Source: an optimization exercise on an open RTL-to-GDS flow (aim: small area). Production flows keep margins and buffers that such runs may drop. The RTL was checked by simulation tests, not by an equivalence proof against the original design. No activity file was given, so power comes from the tool's default toggle rates.

[flow/design.v]
package wimax_pkg;
  localparam int DATA_W_DEF    = 16;
  localparam int BURST_LEN_DEF = 96;
  localparam int N_GUARD_DEF   = 8;
  typedef enum logic [1:0] {
    ST_IDLE  = 2'd0,
    ST_GUARD = 2'd1,
    ST_DATA  = 2'd2
  } bb_state_t;
endpackage
module iq_bank_mem #(
  parameter int DATA_W = 16,
  parameter int DEPTH  = 96,
  parameter int AW     = 7
) (
  input  logic              clk,
  input  logic              we,
  input  logic              w_bank,
  input  logic [AW-1:0]     w_idx,
  input  logic [DATA_W-1:0] w_i,
  input  logic [DATA_W-1:0] w_q,
  input  logic              r_bank,
  input  logic [AW-1:0]     r_idx,
  output logic [DATA_W-1:0] r_i,
  output logic [DATA_W-1:0] r_q
);
  logic [1:0][2*DATA_W-1:0] rd_word;
  for (genvar b = 0; b < 2; b++) begin : g_bank
    logic [2*DATA_W-1:0] row [DEPTH];
    always_ff @(posedge clk)
      if (we && (w_bank == 1'(b))) row[w_idx] <= {w_i, w_q};
    assign rd_word[b] = row[r_idx];
  end
  assign {r_i, r_q} = rd_word[r_bank];
endmodule
import wimax_pkg::*;
module iq_burst_buffer #(
  parameter int DATA_W    = DATA_W_DEF,
  parameter int BURST_LEN = BURST_LEN_DEF,
  parameter int N_GUARD   = N_GUARD_DEF
) (
  input  logic              clk,
  input  logic              rst_n,
  input  logic [DATA_W-1:0] s_i,
  input  logic [DATA_W-1:0] s_q,
  input  logic              s_valid,
  output logic              s_ready,
  output logic [DATA_W-1:0] m_i,
  output logic [DATA_W-1:0] m_q,
  output logic              m_valid,
  input  logic              m_ready,
  output logic              m_sob,
  output logic              m_eob,
  output logic              overflow
);
  localparam int CW = $clog2(BURST_LEN);
  localparam logic [CW-1:0] LAST_IDX = CW'(BURST_LEN - 1);
  localparam bit USE_GUARD = 1'b0;
  localparam wimax_pkg::bb_state_t START_ST = (USE_GUARD && N_GUARD > 0) ? ST_GUARD : ST_DATA;
  logic [1:0]        full, full_n;
  logic              w_bank, r_bank, r_bank_n;
  logic [CW-1:0]     w_cnt, r_cnt, r_cnt_n;
  wimax_pkg::bb_state_t state, state_n;
  logic              accept, w_last, rd_done, next_ready;
  logic [DATA_W-1:0] rd_i, rd_q;
  assign s_ready = ~full[w_bank];
  assign accept  = s_valid & s_ready;
  assign w_last  = accept & (w_cnt == LAST_IDX);
  always_ff @(posedge clk or negedge rst_n)
    if (!rst_n) begin
      w_bank   <= 1'b0;
      w_cnt    <= '0;
      overflow <= 1'b0;
    end else begin
      if (s_valid & ~s_ready) overflow <= 1'b1;
      if (accept) begin
        if (w_last) begin
          w_cnt  <= '0;
          w_bank <= ~w_bank;
        end else begin
          w_cnt  <= w_cnt + 1'b1;
        end
      end
    end
  always_comb begin
    full_n = full;
    if (w_last)  full_n[w_bank] = 1'b1;
    if (rd_done) full_n[r_bank] = 1'b0;
  end
  iq_bank_mem #(
    .DATA_W (DATA_W),
    .DEPTH  (BURST_LEN),
    .AW     (CW)
  ) u_mem (
    .clk    (clk),
    .we     (accept),
    .w_bank (w_bank),
    .w_idx  (w_cnt),
    .w_i    (s_i),
    .w_q    (s_q),
    .r_bank (r_bank),
    .r_idx  (r_cnt),
    .r_i    (rd_i),
    .r_q    (rd_q)
  );
  assign next_ready = full[~r_bank] | (w_last & (w_bank != r_bank));
  always_comb begin
    state_n  = state;
    r_cnt_n  = r_cnt;
    r_bank_n = r_bank;
    rd_done  = 1'b0;
    m_valid  = 1'b0;
    m_i      = '0;
    m_q      = '0;
    m_sob    = 1'b0;
    m_eob    = 1'b0;
    unique case (state)
      ST_IDLE: begin
        if (full[r_bank]) begin
          state_n = START_ST;
          r_cnt_n = '0;
        end
      end
      ST_DATA: begin
        m_valid = 1'b1;
        m_i     = rd_i;
        m_q     = rd_q;
        m_sob   = (r_cnt == '0);
        m_eob   = (r_cnt == LAST_IDX);
        if (m_ready) begin
          if (r_cnt == LAST_IDX) begin
            rd_done  = 1'b1;
            r_cnt_n  = '0;
            r_bank_n = ~r_bank;
            state_n  = next_ready ? START_ST : ST_IDLE;
          end else begin
            r_cnt_n  = r_cnt + 1'b1;
          end
        end
      end
      default: state_n = ST_IDLE;
    endcase
  end
  always_ff @(posedge clk or negedge rst_n)
    if (!rst_n) begin
      state  <= ST_IDLE;
      r_cnt  <= '0;
      r_bank <= 1'b0;
      full   <= '0;
    end else begin
      state  <= state_n;
      r_cnt  <= r_cnt_n;
      r_bank <= r_bank_n;
      full   <= full_n;
    end
endmodule
[flow/constraint.sdc]
create_clock -name core_clock -period 10.0 [get_ports {clk}]
set_input_delay 2.0000 -clock core_clock [delete_from_list [all_inputs] [get_ports {clk}]]
set_output_delay 2.0000 -clock core_clock [all_outputs]
set_load 0.01 [all_outputs]
[flow/run.sh]
#!/bin/bash
# synth_recipe.tcl (not shown) runs the flow's synth.tcl, then flattens the netlist and writes it again
# the make line also repeats each setting of config.mk as NAME=value (left out here)
make -C /OpenROAD-flow-scripts/flow DESIGN_CONFIG=/design/flow/config.mk WORK_HOME=/design/flow/orfs CLKGATE_MAP_FILE= SYNTH_SCRIPT=/design/flow/synth_recipe.tcl finish
[flow/config.mk]
export PLATFORM = sky130hd
export DESIGN_NAME = iq_burst_buffer
export DESIGN_NICKNAME = iq_burst_buffer
export VERILOG_FILES = /design/flow/design.v
export SDC_FILE = /design/flow/constraint.sdc
export NUM_CORES = 4
export LEC_CHECK = 0
export CAP_MARGIN = 20
export CORE_MARGIN = 2
export CORE_UTILIZATION = 40
export SLEW_MARGIN = 20
==> impl_metrics.yaml, run 1 <==
power:
  sw_frac_of_total_pct: 28.2
  total_power_uw: 63600
  switching_power_uw: 17900
  ir_worst_vdd_uv: 194
  intPower_uw: 45600
  p_clk_share_pct: 34.9
  p_leak_uw: 0.0822
  p_seq_share_pct: 45.4
  combPwrFrac_pct: 19.7
  powerDensity_nw_per_um2: 237
global_routing:
  grt_max_degree: 140
  grtUsageTotal_pct: 23.0
  grt-ovfl-total: 0
  grt_pass1_vias: 114000
  grt_antenna_before_repair: 66
  grt_pass1_wl_microns: 958000
logic_synthesis:
  synthAdderAreaFrac_pct: 0.0159
  syn-num-nets: 9966
  synth-edff-count: 6144
  synth.avg_cell_area_sq_um: 23.8
  synth-main-ff-cell: "edfxtp_1"
  async_flop_share_pct: 0.324
  synth.area.mux_share_pct: 17.3
  synth_area_leaders: "edfxtp_1 78%, mux4_2 16%, mux2i_1 1.2%"
  yosysWarnings: 2
  syn_inst: 9927
  synth_xor_area_share_pct: 0.0185
  ys_types: 82
  synth_top_family_by_area: "multiplexers"
  synth_top_area_share_pct: 78.0
  yosysSeqAreaShare_pct: 78.2
  synth_compound_area_share_pct: 1.69
  synth_area_sq_um: 236000
  ys_seq_elements: 6164
  yosys.area_share.simple_pct: 1.18
  synth_area_leader_cell: "edfxtp_1"
sta:
  finalMaxSlewViolations: 0
  fin_skew_ps: 57.5
  fin_setup_tns_ps: 0
  rsz0062_at_grt: "false"
  slew_headroom_pct: 12.9
  hold_violations: 0
  finalCriticalPeriod_ps: 8850
  final.period_utilization_pct: 88.5
  setup_viol: 0
  setup_ws_ps: 1150
  fmax_mhz: 113
  worst_pin_slew_ps: 1310
detailed_routing:
  firstDrtPassIters: 6
  drt_iter0_markers: 18100
  detail_route.wl_per_cell_microns: 37.4
  route.detailed.drc: 0
  routed_via_density: 6.17
  drt_wl_total_microns: 706000
  ant_nets: 0
  dr_total_vias: 116000
cts:
  post-cts-setup-buffers: 0
  clk_pin_slew_ps: 60
  ctsResizeCount: 0
  cts_root_buf: "clkbuf_16"
  cts_max_path_buffers: 4
  cts_sinks: 6164
  hold_buffers: 0
  cts_tree: "done"
  htree_num_levels: 6
  clk-insertion-delay-late_ps: 1100
  cts_made_buffers: 626
die:
  start_util_pct: 40.1
  die_area_sq_um: 597000
  io_pins: 73
  die_w_microns: 773
  rows: 282
  core_area_sq_um: 589000
  die_y_microns: 773
setup_path:
  required_ps: 8000
  arrival_ps: 6850
  start_kind: "register"
  path_class: "register to output port"
  cp-end-kind: "output port"
  crit_fanout: 66
layout:
  drive_gt1_share_pct: 29.5
  area_growth_pct: 13.6
  layout.nets: 10600
  mostFrequentLayoutCells: "6144 x edfxtp_1, 1675 x mux4_2, 630 x clkbuf_16"
  fin_cells: 18900
  final_common_cell: "edfxtp_1"
place:
  post-place-ws_ps: 2460
  dp_cells: 17700
  globalplace.congestion: 0.881
  post-dp-hpwl_microns: 394000
  io_buffers: 72
run:
  cap_viol_max_count: 0
hold_path:
  hold_class: "register to register"
status:
  status: "complete, no violations"
==> cell type report <==
cell class | count | area (sq um)
multi-input combinational | 3201 | 49500
clock buffer | 794 | 16400
antenna | 37 | 92.6
fill | 48200 | 321000
clock inverter | 342 | 2970
timing repair buffer | 533 | 4790
inverter | 10 | 52.6
tap | 7810 | 9770
sequential | 6164 | 185000
==> per-layer routing <==
metal	vias up	track usage [%]	share of wire, %
met5	-	0	0.019
met2	7449	36.0	47
met3	1313	4.71	11
met4	18	9.90	5.0
met1	63600	31.6	38
li1	44100	-	-
==> kinds of logic (layout without fill, tap and decap cells) <==
kind of cell | count (synthesis) | after routing
other | 0 | 37
flip-flops | 6164 | 6164
buffers and inverters | 562 | 1679
AO/OA/AOI/OAI | 564 | 564
XOR/XNOR | 5 | 5
AND/OR/NAND/NOR | 643 | 643
adder cells (fa/ha/maj) | 3 | 3
multiplexers | 1986 | 1986
==> worst max-delay path: stages (launching register included) <==
cell and delay (ps):
dfrtp_4 1000, buf_4 510, buf_12 500, mux4_2 590, mux4_2 500, o21ai_0 940
a21oi_1 590, o211a_1 440, clkdlybuf4s50_1 560
==> power by group through the flow <==
stage	clock [uW]	combinational, uW	sequential, uW
3_3_place_gp	0	12400	29400
4_1_cts	22500	12500	28800
6_report	22200	12600	28900
5_1_grt	23400	12900	28800
3_5_place_dp	0	12500	29400
2_1_floorplan	0	7110	29300
==> flip-flops by register name, indices dropped and copies added, names as in the netlist <==
name and flops:
u_mem.g_bank.row 6144, r_bank 1, overflow 1, full 2, r_cnt 7, w_cnt 7
state 1, w_bank 1
==> final timing paths <==
check                                     start              endpoint  slack (ps)  depth (start not counted)
min in group asynchronous                 rst_n  overflow$_DFFE_PN0P_        1310                          2
min reg2reg                overflow$_DFFE_PN0P_  overflow$_DFFE_PN0P_         500                          1
max reg2reg                r_cnt[3]$_DFFE_PN0P_     full[1]$_DFF_PN0_        6220                          8
min                        overflow$_DFFE_PN0P_  overflow$_DFFE_PN0P_         500                          1
max in group asynchronous                 rst_n  r_cnt[1]$_DFFE_PN0P_        8230                          2
max                        r_cnt[0]$_DFFE_PN0P_                m_q[1]        1150                          8
==> cells in the mapped netlist, drive strengths merged (6+ instances only) <==
library cell  count
nand3            33
clkbuf          170
buf             382
edfxtp         6144
nor2            258
and2             13
a22o             20
and3             23
o31ai             6
o21ai            76
mux2i           289
nor4             12
dfrtp            20
a221oi           45
a21oi            81
o221ai           30
mux4           1678
a211oi           37
nor3             22
nand3b            7
o22ai            55
mux2             19
a211o             9
a32oi            19
nand2b           10
a31oi            34
or3               8
inv               9
nor2b            16
o211ai           10
a22oi            73
a32o              6
nand2           224
==> metrics by stage <==
stage	hold WS (ps)	cell area (sq um)	util, %
2_1_floorplan	513	236000	-
4_1_cts	510	268000	45.5
6_report	496	269000	45.6
5_1_grt	517	268000	45.6
3_5_place_dp	484	249000	42.3
3_3_place_gp	480	249000	42.2
==> inputs of run 2 (changes only) <==
--- a/flow/design.v
+++ b/flow/design.v
@@ -10,28 +10,27 @@
 endpackage
 module iq_bank_mem #(
   parameter int DATA_W = 16,
-  parameter int DEPTH  = 96,
-  parameter int AW     = 7
+  parameter int DEPTH  = 96
 ) (
   input  logic              clk,
-  input  logic              we,
-  input  logic              w_bank,
-  input  logic [AW-1:0]     w_idx,
+  input  logic [1:0]        shift,
   input  logic [DATA_W-1:0] w_i,
   input  logic [DATA_W-1:0] w_q,
   input  logic              r_bank,
-  input  logic [AW-1:0]     r_idx,
   output logic [DATA_W-1:0] r_i,
   output logic [DATA_W-1:0] r_q
 );
-  logic [1:0][2*DATA_W-1:0] rd_word;
+  logic [1:0][2*DATA_W-1:0] head;
   for (genvar b = 0; b < 2; b++) begin : g_bank
     logic [2*DATA_W-1:0] row [DEPTH];
     always_ff @(posedge clk)
-      if (we && (w_bank == 1'(b))) row[w_idx] <= {w_i, w_q};
-    assign rd_word[b] = row[r_idx];
+      if (shift[b]) begin
+        row[0] <= {w_i, w_q};
+        for (int k = 1; k < DEPTH; k++) row[k] <= row[k-1];
+      end
+    assign head[b] = row[DEPTH-1];
   end
-  assign {r_i, r_q} = rd_word[r_bank];
+  assign {r_i, r_q} = head[r_bank];
 endmodule
 import wimax_pkg::*;
 module iq_burst_buffer #(
@@ -87,19 +86,20 @@
     if (w_last)  full_n[w_bank] = 1'b1;
     if (rd_done) full_n[r_bank] = 1'b0;
   end
+  logic [1:0] shift;
+  logic       rd_adv;
+  assign rd_adv = (state == ST_DATA) & m_ready;
+  assign shift[0] = (accept & ~w_bank) | (rd_adv & ~r_bank);
+  assign shift[1] = (accept &  w_bank) | (rd_adv &  r_bank);
   iq_bank_mem #(
     .DATA_W (DATA_W),
-    .DEPTH  (BURST_LEN),
-    .AW     (CW)
+    .DEPTH  (BURST_LEN)
   ) u_mem (
     .clk    (clk),
-    .we     (accept),
-    .w_bank (w_bank),
-    .w_idx  (w_cnt),
+    .shift  (shift),
     .w_i    (s_i),
     .w_q    (s_q),
     .r_bank (r_bank),
-    .r_idx  (r_cnt),
     .r_i    (rd_i),
     .r_q    (rd_q)
   );
==> run 2 against run 1 <==
Net effect:
- worst hold slack got worse by 120 ps
- non-clock buffer count shrank 385
- global-route usage shrank 15 points
- via count shrank 49%
- first-iteration DRC count fell by 68%
- sequential share of layout area is 18 points higher
- register-to-register slack better by 50 ps
- count of clock-buffer cells in the layout down 57
- critical path type unchanged
- critical endpoint is now m_eob
- largest cell class unchanged
==> impl_metrics.yaml, run 2 <==
sta:
  fin_skew_ps: 53.4
  setup_viol: 0
  fmax_mhz: 203
  setup_ws_ps: 5070
  rsz0062_at_grt: "false"
  hold_violations: 0
  final.period_utilization_pct: 49.3
  fin_setup_tns_ps: 0
  worst_pin_slew_ps: 1160
  finalMaxSlewViolations: 0
  finalCriticalPeriod_ps: 4930
  slew_headroom_pct: 22.8
  hold_ws_ps: 380
cts:
  post-cts-setup-buffers: 0
  cts_made_buffers: 591
  clk-insertion-delay-late_ps: 1020
  clk_pin_slew_ps: 60
  ctsResizeCount: 0
  cts_tree: "done"
  cts_root_buf: "clkbuf_16"
  cts_sinks: 6164
  cts_max_path_buffers: 4
  hold_buffers: 0
  htree_num_levels: 6
layout:
  layout.nets: 7101
  largest_reg_flops: 6144
  regArea_sq_um: 185000
  nFillCells: 37400
  mostFrequentLayoutCells: "6144 x edfxtp_1, 605 x clkbuf_16, 154 x clkinv_1"
  area_growth_pct: 14.9
  final_common_cell: "edfxtp_1"
  top_register: "u_mem.g_bank.row"
  multiInputGateArea_sq_um: 1100
  reg_top3: "u_mem.g_bank.row (6144), r_cnt (7), w_cnt (7)"
  drive_gt1_share_pct: 11.6
setup_path:
  rr_endpoint: "u_mem.g_bank[1].row[67][23]$_DFFE_PP_"
  reg2reg_slack_ps: 6270
  crit_chain: "ha_1, nand3_1, or3_1, nor2_1, clkdlybuf4s50_1"
  r2r_start: "r_bank$_DFFE_PN0P_"
  reg2reg_depth: 6
  required_ps: 8000
  path_class: "register to output port"
  worstSetupEndpoint: "m_eob"
  crit_fanout: 5
  start_kind: "register"
  arrival_ps: 2930
  max_stage_delay_ps: 540
  cp-startpoint: "r_cnt[1]$_DFFE_PN0P_"
  cpMaxStageDelayCell: "clkdlybuf4s50_1"
  worstSetupPathDepth: 5
  crit_family: "simple AND/OR/NAND/NOR gates"
  cp_num_buf_inv: 1
  cp-end-kind: "output port"
global_routing:
  grt_pass1_vias: 59800
  grt-ovfl-total: 0
  grt_max_degree: 201
  grtUsageTotal_pct: 8.09
  grt_antenna_before_repair: 14
  grt_pass1_wl_microns: 319000
logic_synthesis:
  syn-num-nets: 6374
  yosysSeqAreaShare_pct: 99.4
  yosysMostFrequentCell: "edfxtp_1"
  synth_top_family_by_area: "simple AND/OR/NAND/NOR gates"
  async_flop_share_pct: 0.324
  synth_top_area_share_pct: 99.1
  synth_compound_area_share_pct: 0.0847
  synthAdderAreaFrac_pct: 0.0202
  yosys.area_share.simple_pct: 0.224
  synth_area_leader_cell: "edfxtp_1"
  synth-edff-count: 6144
  syn_inst: 6335
  synth.avg_cell_area_sq_um: 29.4
  synth-main-ff-cell: "edfxtp_1"
  yosysWarnings: 4
  synth.area.mux_share_pct: 0.213
  ys_seq_elements: 6164
  ys_types: 45
  synth_xor_area_share_pct: 0.0235
  synth_area_sq_um: 186000
  netlist_top_cells_count: "6144 x edfxtp_1, 36 x nor2_1, 34 x mux2i_1"
  synth_area_leaders: "edfxtp_1 99%, dfrtp_1 0.27%, mux2i_1 0.18%"
detailed_routing:
  routedLengthMet1_microns: 97200
  route.detailed.drc: 0
  routed_via_density: 4.32
  drt_iter0_markers: 5777
  dr_total_vias: 59200
  drt_wl_total_microns: 199000
  ant_nets: 0
  wl_met2_microns: 85100
  top_layer_used: "met5"
  firstDrtPassIters: 7
  wl_met3_microns: 10000
  detail_route.wl_per_cell_microns: 14.5
place:
  post-dp-hpwl_microns: 85300
  io_buffers: 72
  post-place-ws_ps: 4340
  globalplace.congestion: 0.691
die:
  core_area_sq_um: 464000
  io_pins: 73
  die_w_microns: 686
  rows: 250
  die_area_sq_um: 471000
  die_y_microns: 686
  start_util_pct: 40.2
power:
  p_clk_share_pct: 35.4
  sw_frac_of_total_pct: 21.3
  p_leak_uw: 0.0600
  combPwrFrac_pct: 5.2
  ir_worst_vdd_uv: 176
  p_seq_share_pct: 59.4
  powerDensity_nw_per_um2: 276
  intPower_uw: 46500
  switching_power_uw: 12600
run:
  cap_viol_max_count: 0
hold_path:
  hold_class: "register to register"
status:
  status: "complete, no violations"
==> run 2: cell count changes in the layout (fill, tap and decap cells not counted), moves of 73 or more <==
| cell | previous run | this run |
|---|---|---|
| buf_4 | 413 | 45 |
| mux4_2 | 1675 | 0 |
| nand2_1 | 220 | 16 |
| a21oi_1 | 80 | 3 |
| mux2i_1 | 288 | 34 |
| nor2_4 | 196 | 0 |
| a22oi_1 | 73 | 0 |
==> run 2: worst min-delay path by stage <==
stage	start	end	slack [ps]	cells after the start
finish	u_mem.g_bank[1].row[51][9]$_DFFE_PP_	u_mem.g_bank[1].row[52][9]$_DFFE_PP_	380	0
global route	u_mem.g_bank[1].row[54][6]$_DFFE_PP_	u_mem.g_bank[1].row[55][6]$_DFFE_PP_	390	0
CTS	u_mem.g_bank[1].row[54][6]$_DFFE_PP_	u_mem.g_bank[1].row[55][6]$_DFFE_PP_	380	0
detailed placement	u_mem.g_bank[0].row[9][13]$_DFFE_PP_	u_mem.g_bank[0].row[10][13]$_DFFE_PP_	400	0
global placement	u_mem.g_bank[0].row[69][20]$_DFFE_PP_	u_mem.g_bank[0].row[70][20]$_DFFE_PP_	400	0
floorplan	u_mem.g_bank[0].row[9][0]$_DFFE_PP_	u_mem.g_bank[0].row[10][0]$_DFFE_PP_	400	0
==> run 2: metrics by stage <==
step / power, uW / util [%] / instance area [sq um] / cells
2_1_floorplan: 43300 / - / 186000 / 6335
3_3_place_gp: 38400 / 42.2 / 196000 / 12600
3_5_place_dp: 38800 / 42.2 / 196000 / 12600
4_1_cts: 60100 / 46.1 / 214000 / 13700
5_1_grt: 61600 / 46.1 / 214000 / 13700
6_report: 59100 / 46.1 / 214000 / 13700
==> run 2: kinds of logic after synthesis <==
logic type / Yosys count
AND/OR/NAND/NOR: 85
XOR/XNOR: 5
flip-flops: 6164
AO/OA/AOI/OAI: 22
adder cells (fa/ha/maj): 3
buffers and inverters: 18
multiplexers: 38
==> run 2: power groups by stage <==
stage	sequential [uW]	combinational, uW	clock [uW]
after floorplan	41800	1530	0
after global placement	35400	3010	0
after detailed placement	35600	3210	0
after CTS	35100	3190	21800
after global routing	35400	3460	22800
final	35100	3060	20900
==> run 2: worst register-to-register path, cell delays in order, from the launching register on <==
cell and delay, ps:
dfrtp_2 340, buf_4 540, nand3_1 290, o21ai_4 340, buf_12 320, buf_12 600
buf_12 780
==> run 2: area by class of cell <==
type | count | area share [%]
Clock buffer | 737 | 7.31
Inverter | 4 | 0.00702
Multi-Input combinational cell | 153 | 0.514
Sequential cell | 6164 | 86.5
Clock inverter | 326 | 1.29
Timing Repair Buffer | 148 | 0.785
Antenna cell | 3 | 0.00351
Tap cell | 6174 | 3.61
==> run 2: layer usage <==
metal  vias to the layer above  global-route usage, %
li1                      27500                      -
met1                     30300                   11.9
met3                       537                   2.20
met4                        10                   3.42
met2                       945                   11.4
met5                         -                      0
==> inputs of run 3 (changes only) <==
--- a/flow/config.mk
+++ b/flow/config.mk
@@ -7,5 +7,9 @@
 export LEC_CHECK = 0
 export CAP_MARGIN = 20
 export CORE_MARGIN = 2
-export CORE_UTILIZATION = 40
+export CORE_UTILIZATION = 75
+export CTS_BUF_LIST = sky130_fd_sc_hd__clkbuf_8
+export CTS_CLUSTER_DIAMETER = 60
+export CTS_CLUSTER_SIZE = 20
+export PLACE_DENSITY = 0.82
 export SLEW_MARGIN = 20
==> run 3 against run 2 <==
Net effect:
- worst hold slack improved by 17 ps
- global-route usage increased by 7.5 points
- final cell count fell by 26%
- critical path type unchanged
- highest routed layer is now met4
- via count is 4.1% lower
- still clean
- first-iteration DRC count down 4.4%
- combinational power down 1%
- non-clock buffer count fell by 17
- count of clock-buffer cells in the layout shrank 370
- register-to-register slack better by 80 ps
- clock skew shrank 4.7 ps
==> impl_metrics.yaml, run 3 <==
status:
  status: "complete, no violations"
place:
  post-dp-hpwl_microns: 96800
  io_buffers: 72
  globalplace.congestion: 0.721
power:
  p_seq_share_pct: 73.1
  p_leak_uw: 0.0538
  ir_worst_vdd_uv: 211
  powerDensity_nw_per_um2: 244
  combPwrFrac_pct: 6.3
  switching_power_uw: 10200
  intPower_uw: 37900
  p_clk_share_pct: 20.6
  sw_frac_of_total_pct: 21.3
layout:
  area_growth_pct: 5.89
  nFillCells: 10600
  final_common_cell: "edfxtp_1"
  layout.nets: 6854
  top_register: "u_mem.g_bank.row"
  mostFrequentLayoutCells: "6144 x edfxtp_1, 367 x clkbuf_8, 72 x clkdlybuf4s50_1"
  largest_reg_flops: 6144
  multiInputGateArea_sq_um: 1100
  reg_top3: "u_mem.g_bank.row (6144), r_cnt (7), w_cnt (7)"
  drive_gt1_share_pct: 6.77
  final_util_pct: 80.0
  regArea_sq_um: 185000
global_routing:
  grt_antenna_before_repair: 6
  grt_pass1_wl_microns: 306000
  grt-ovfl-total: 0
  grtUsageTotal_pct: 15.6
  grt_pass1_vias: 56000
  use_met3_pct: 2.47
  busiest_layer: "met1"
  gr-usage-met2_pct: 23.9
  use_met1_pct: 24.5
  grt_max_degree: 211
die:
  die_area_sq_um: 252000
  start_util_pct: 75.5
  io_pins: 73
  die_y_microns: 502
  core_area_sq_um: 246000
  rows: 182
  die_w_microns: 502
cts:
  hold_buffers: 0
  post-cts-setup-buffers: 0
  clk_pin_slew_ps: 110
  cts_tree: "done"
  cts_sinks: 6164
  htree_num_levels: 5
  ctsResizeCount: 0
  cts_root_buf: "clkbuf_8"
  clk-insertion-delay-late_ps: 1090
  cts_made_buffers: 361
  cts_max_path_buffers: 4
logic_synthesis:
  syn-num-nets: 6374
  synth-main-ff-cell: "edfxtp_1"
  ys_seq_elements: 6164
  synth_area_leader_cell: "edfxtp_1"
  netlist_top_cells_count: "6144 x edfxtp_1, 36 x nor2_1, 34 x mux2i_1"
  yosysWarnings: 4
  synth.avg_cell_area_sq_um: 29.4
  syn_inst: 6335
  yosysSeqAreaShare_pct: 99.4
  yosysMostFrequentCell: "edfxtp_1"
  synth_area_sq_um: 186000
  ys_types: 45
  synth-edff-count: 6144
  synth_area_leaders: "edfxtp_1 99%, dfrtp_1 0.27%, mux2i_1 0.18%"
  async_flop_share_pct: 0.324
  synth_top_area_share_pct: 99.1
hold_path:
  hold_class: "register to register"
sta:
  fin_skew_ps: 48.7
  finalMaxSlewViolations: 0
  worst_pin_slew_ps: 1160
  rsz0062_at_grt: "false"
  hold_violations: 0
  finalCriticalPeriod_ps: 5060
  slew_headroom_pct: 23.0
  final.period_utilization_pct: 50.6
  fmax_mhz: 198
  fin_setup_tns_ps: 0
  setup_viol: 0
detailed_routing:
  routed_via_density: 5.59
  firstDrtPassIters: 6
  ant_nets: 0
  route.detailed.drc: 0
  drt_wl_total_microns: 201000
  drt_iter0_markers: 5520
  dr_total_vias: 56800
  detail_route.wl_per_cell_microns: 19.8
run:
  cap_viol_max_count: 0
setup_path:
  crit_fanout: 5
  required_ps: 8000
  path_class: "register to output port"
  cp-end-kind: "output port"
  start_kind: "register"
  arrival_ps: 3060
-- run 3: cell counts after synthesis --
No cell type changed its count.
-- run 3: layout make-up --
cell class,count,share of cell area [%]
sequential,6164,93.9
clock buffer,367,2.56
tap,3312,2.10
timing repair buffer,131,0.786
multi-input combinational,153,0.557
clock inverter,30,0.119
inverter,4,0.00762
antenna,6,0.00762
-- run 3: worst paths after layout --
path / to / slack [ps] / from / cells past startpoint
setup / recovery: m_eob / 4940 / r_cnt[1]$_DFFE_PN0P_ / 5
hold / removal: u_mem.g_bank[1].row[35][28]$_DFFE_PP_ / 400 / u_mem.g_bank[1].row[34][28]$_DFFE_PP_ / 0
setup reg to reg: u_mem.g_bank[1].row[95][24]$_DFFE_PP_ / 6350 / r_bank$_DFFE_PN0P_ / 5
hold reg to reg: u_mem.g_bank[1].row[35][28]$_DFFE_PP_ / 400 / u_mem.g_bank[1].row[34][28]$_DFFE_PP_ / 0
max in group asynchronous: r_bank$_DFFE_PN0P_ / 7890 / rst_n / 1
min in group asynchronous: r_cnt[0]$_DFFE_PN0P_ / 1470 / rst_n / 1
-- run 3: power groups by stage --
| stage | Clock [uW] | Combinational (uW) | Sequential, uW |
|---|---|---|---|
| floorplan | 0 | 1530 | 41800 |
| global placement | 0 | 2940 | 35400 |
| detailed placement | 0 | 3150 | 35700 |
| CTS | 10400 | 3100 | 35300 |
| global route | 11200 | 3400 | 35500 |
| finish | 9920 | 3020 | 35200 |
-- run 3: cells by family after synthesis --
logic type,after synthesis,synth area share [%]
flops,6164,99.4
simple gates,85,0.224
mux,38,0.213
compound gates,22,0.0847
buf+inv,18,0.0497
xor+xnor,5,0.0235
fa+ha+maj,3,0.0202
-- run 3: per-stage QoR --
step | hold WS (ps) | setup slack (ps) | std cells | power (uW) | instance area (sq um)
3_3_place_gp | 400 | 4160 | 9764 | 38400 | 192000
2_1_floorplan | 400 | -42070 | 6335 | 43300 | 186000
4_1_cts | 393 | 4850 | 10200 | 48700 | 197000
3_5_place_dp | 405 | 4100 | 9764 | 38900 | 192000
5_1_grt | 394 | 4750 | 10200 | 50100 | 197000
6_report | 397 | 4940 | 10200 | 48100 | 197000
-- run 3: routing by layer --
layer | up-vias | part of all wire (%)
met5 | - | 0
met4 | 0 | 2.3
met3 | 375 | 3.5
met2 | 885 | 47
met1 | 29200 | 47
li1 | 26300 | -
-- run 3: worst max-delay path, cell delays in order, from the launching register on --
cell and delay, ps:
dfrtp_1 420, ha_1 280, nand3_1 190, or3_1 450
nor2_1 110, clkdlybuf4s50_1 540
==> inputs of run 4 (changes only) <==
--- a/flow/config.mk
+++ b/flow/config.mk
@@ -7,9 +7,9 @@
 export LEC_CHECK = 0
 export CAP_MARGIN = 20
 export CORE_MARGIN = 2
-export CORE_UTILIZATION = 75
+export CORE_UTILIZATION = 80
 export CTS_BUF_LIST = sky130_fd_sc_hd__clkbuf_8
-export CTS_CLUSTER_DIAMETER = 60
-export CTS_CLUSTER_SIZE = 20
-export PLACE_DENSITY = 0.82
+export CTS_CLUSTER_DIAMETER = 50
+export CTS_CLUSTER_SIZE = 18
+export PLACE_DENSITY = 0.86
 export SLEW_MARGIN = 20
==> run 4 against run 3 <==
Net effect:
- the run now fails in detailed placement (3_5_place_dp)
- synthesized cell count is the same
- synthesized area stayed put
==> impl_metrics.yaml, run 4 <==
place:
  globalplace.congestion: 0.709
  io_buffers: 72
die:
  rows: 177
  die_w_microns: 486
  die_y_microns: 486
  io_pins: 73
  start_util_pct: 80.3
logic_synthesis:
  netlist_top_cells_count: "6144 x edfxtp_1, 36 x nor2_1, 34 x mux2i_1"
  synth_area_sq_um: 186000
  syn_inst: 6335
  yosysMostFrequentCell: "edfxtp_1"
  ys_types: 45
  synth-main-ff-cell: "edfxtp_1"
  syn-num-nets: 6374
  synth.avg_cell_area_sq_um: 29.4
  async_flop_share_pct: 0.324
  synth_area_leaders: "edfxtp_1 99%, dfrtp_1 0.27%, mux2i_1 0.18%"
  synth-edff-count: 6144
  yosysWarnings: 4
  yosysSeqAreaShare_pct: 99.4
  ys_seq_elements: 6164
  synth_area_leader_cell: "edfxtp_1"
  synth_top_area_share_pct: 99.1
status:
  status: "did not finish"
  error_line: "Error: detail_place.tcl, 38 bad optional access"
  lastStage: "detailed placement (3_5_place_dp)"
## run 4: cell counts after synthesis
No cell type changed its count.
## run 4: power by group through the flow
stage / logic, uW / clock network, uW / registers, uW
global placement: 2950 / 0 / 35500
floorplan: 1530 / 0 / 41800
## run 4: worst min-delay path by stage
stage,start,end
floorplan,u_mem.g_bank[0].row[9][0]$_DFFE_PP_,u_mem.g_bank[0].row[10][0]$_DFFE_PP_
global placement,u_mem.g_bank[1].row[10][30]$_DFFE_PP_,u_mem.g_bank[1].row[11][30]$_DFFE_PP_
## run 4: kinds of logic after synthesis
kind of cell	after synthesis	synth area share [%]
DFF	6164	99.4
and+or+nand+nor	85	0.224
muxes	38	0.213
AOI/OAI and AO/OA	22	0.0847
buffers and inverters	18	0.0497
xor gates and xnor gates	5	0.0235
adders and majority gates	3	0.0202
## run 4: per-stage QoR
step | cell area, sq um | setup slack, ps
after global placement | 191000 | 4310
after floorplan | 186000 | -42070
==> inputs of run 5 (changes only) <==
==> flow/flow/run.sh (new file) <==
#!/bin/bash
# Standard ORFS layout (the standard.sh, unchanged synthesis), with two
# changes: clock tree synthesis without dummy loads, and the smallest buffer
# for the port buffers. The make output goes to flow_make.log here; ORFS's
# per-step logs stay under orfs/logs/.
set -euo pipefail
export CTS_ARGS="-sink_clustering_enable -repair_clock_nets -dont_use_dummy_load -buf_list sky130_fd_sc_hd__clkbuf_8 -sink_clustering_size 18 -sink_clustering_max_diameter 50"
export BUFFER_PORTS_ARGS="-buffer_cell sky130_fd_sc_hd__buf_1"
bash standard.sh finish > flow_make.log 2>&1
==> flow/standard.sh (new file) <==
#!/bin/bash
# synth_recipe.tcl (not shown) runs the flow's synth.tcl, then flattens the netlist and writes it again
# the make line also repeats each setting of config.mk as NAME=value (left out here)
make -C /OpenROAD-flow-scripts/flow DESIGN_CONFIG=/design/flow/config.mk WORK_HOME=/design/flow/orfs CLKGATE_MAP_FILE= SYNTH_SCRIPT=/design/flow/synth_recipe.tcl "${@:-finish}"
removed: flow/run.sh
==> run 5 against run 4 <==
Net effect:
- the flow again stops in detailed placement (3_5_place_dp)
- synthesized cell count did not move
- synthesized area did not move
==> impl_metrics.yaml, run 5 <==
logic_synthesis:
  yosysMostFrequentCell: "edfxtp_1"
  async_flop_share_pct: 0.324
  synth-main-ff-cell: "edfxtp_1"
  synth_area_sq_um: 186000
  syn-num-nets: 6374
  synth_area_leader_cell: "edfxtp_1"
  syn_inst: 6335
  ys_types: 45
  yosysSeqAreaShare_pct: 99.4
  synth-edff-count: 6144
  synth_top_area_share_pct: 99.1
  netlist_top_cells_count: "6144 x edfxtp_1, 36 x nor2_1, 34 x mux2i_1"
  yosysWarnings: 4
  synth.avg_cell_area_sq_um: 29.4
  ys_seq_elements: 6164
  synth_area_leaders: "edfxtp_1 99%, dfrtp_1 0.27%, mux2i_1 0.18%"
die:
  io_pins: 73
  rows: 177
  die_w_microns: 486
  start_util_pct: 80.3
  die_y_microns: 486
place:
  globalplace.congestion: 0.709
  post-dp-hpwl_microns: 131000
  io_buffers: 72
status:
  status: "did not finish"
  error_line: "[ERROR DPL-0033] detailed placement checks failed during check placement."
  lastStage: "detailed placement (3_5_place_dp)"
==> run 5: cell counts after synthesis <==
No cell type changed its count.
==> run 5: worst min path at each step <==
stage                                              from                                     to  slack [ps]  depth (start not counted)
floorplan           u_mem.g_bank[0].row[9][0]$_DFFE_PP_   u_mem.g_bank[0].row[10][0]$_DFFE_PP_         400                          0
global placement  u_mem.g_bank[0].row[37][22]$_DFFE_PP_  u_mem.g_bank[0].row[38][22]$_DFFE_PP_         400                          0
==> run 5: cells by family after synthesis <==
logic type      count (synthesis)  synth area share (%)
flops                        6164                  99.4
simple gates                   85                 0.224
mux                            38                 0.213
compound gates                 22                0.0847
buf+inv                        18                0.0497
xor+xnor                        5                0.0235
fa+ha+maj                       3                0.0202
==> run 5: power by group through the flow <==
stage / Sequential (uW) / Clock, uW / Combinational [uW]
after floorplan: 41800 / 0 / 1530
after global placement: 35400 / 0 / 2810
==> run 5: stage by stage <==
stage	setup WS (ps)	power (uW)	instance area, sq um	hold slack, ps	std cells
global placement	4760	38300	191000	400	9499
floorplan	-42070	43300	186000	400	6335

[separate check: timing with driven ports]
How much do the figures lean on ideal ports? The routed layouts below were timed once more, with nothing changed but the port constraints. Step 1 sets driving cells, clkbuf_16 on the clock port and buf_2 on the other inputs (assumed; they add their load-dependent delay and slew). Step 2 times the ports against the registers' clock, not the clock port: input delays grow and output delays shrink by t, the midpoint of the rising clock arrivals with the driver on. Slacks: ideal ports / drivers / drivers and shift; pairs: ideal ports / drivers.
| run | t, ns | setup slack, ns | hold WS [ns] |
|---|---|---|---|
| run 1 | 1.215 | 1.153 / 1.021 / 2.236 | 0.496 / 0.496 / 0.496 |
| run 2 | 1.091 | 5.072 / 4.974 / 4.287 | 0.380 / 0.380 / 0.380 |
| run 3 | 1.140 | 4.944 / 4.862 / 4.285 | 0.397 / 0.397 / 0.397 |
After both steps setup and hold are still met in every run listed. The setup slack of run 2, which loses most, moves by -0.098 ns with the drivers and by -0.785 ns with both steps.
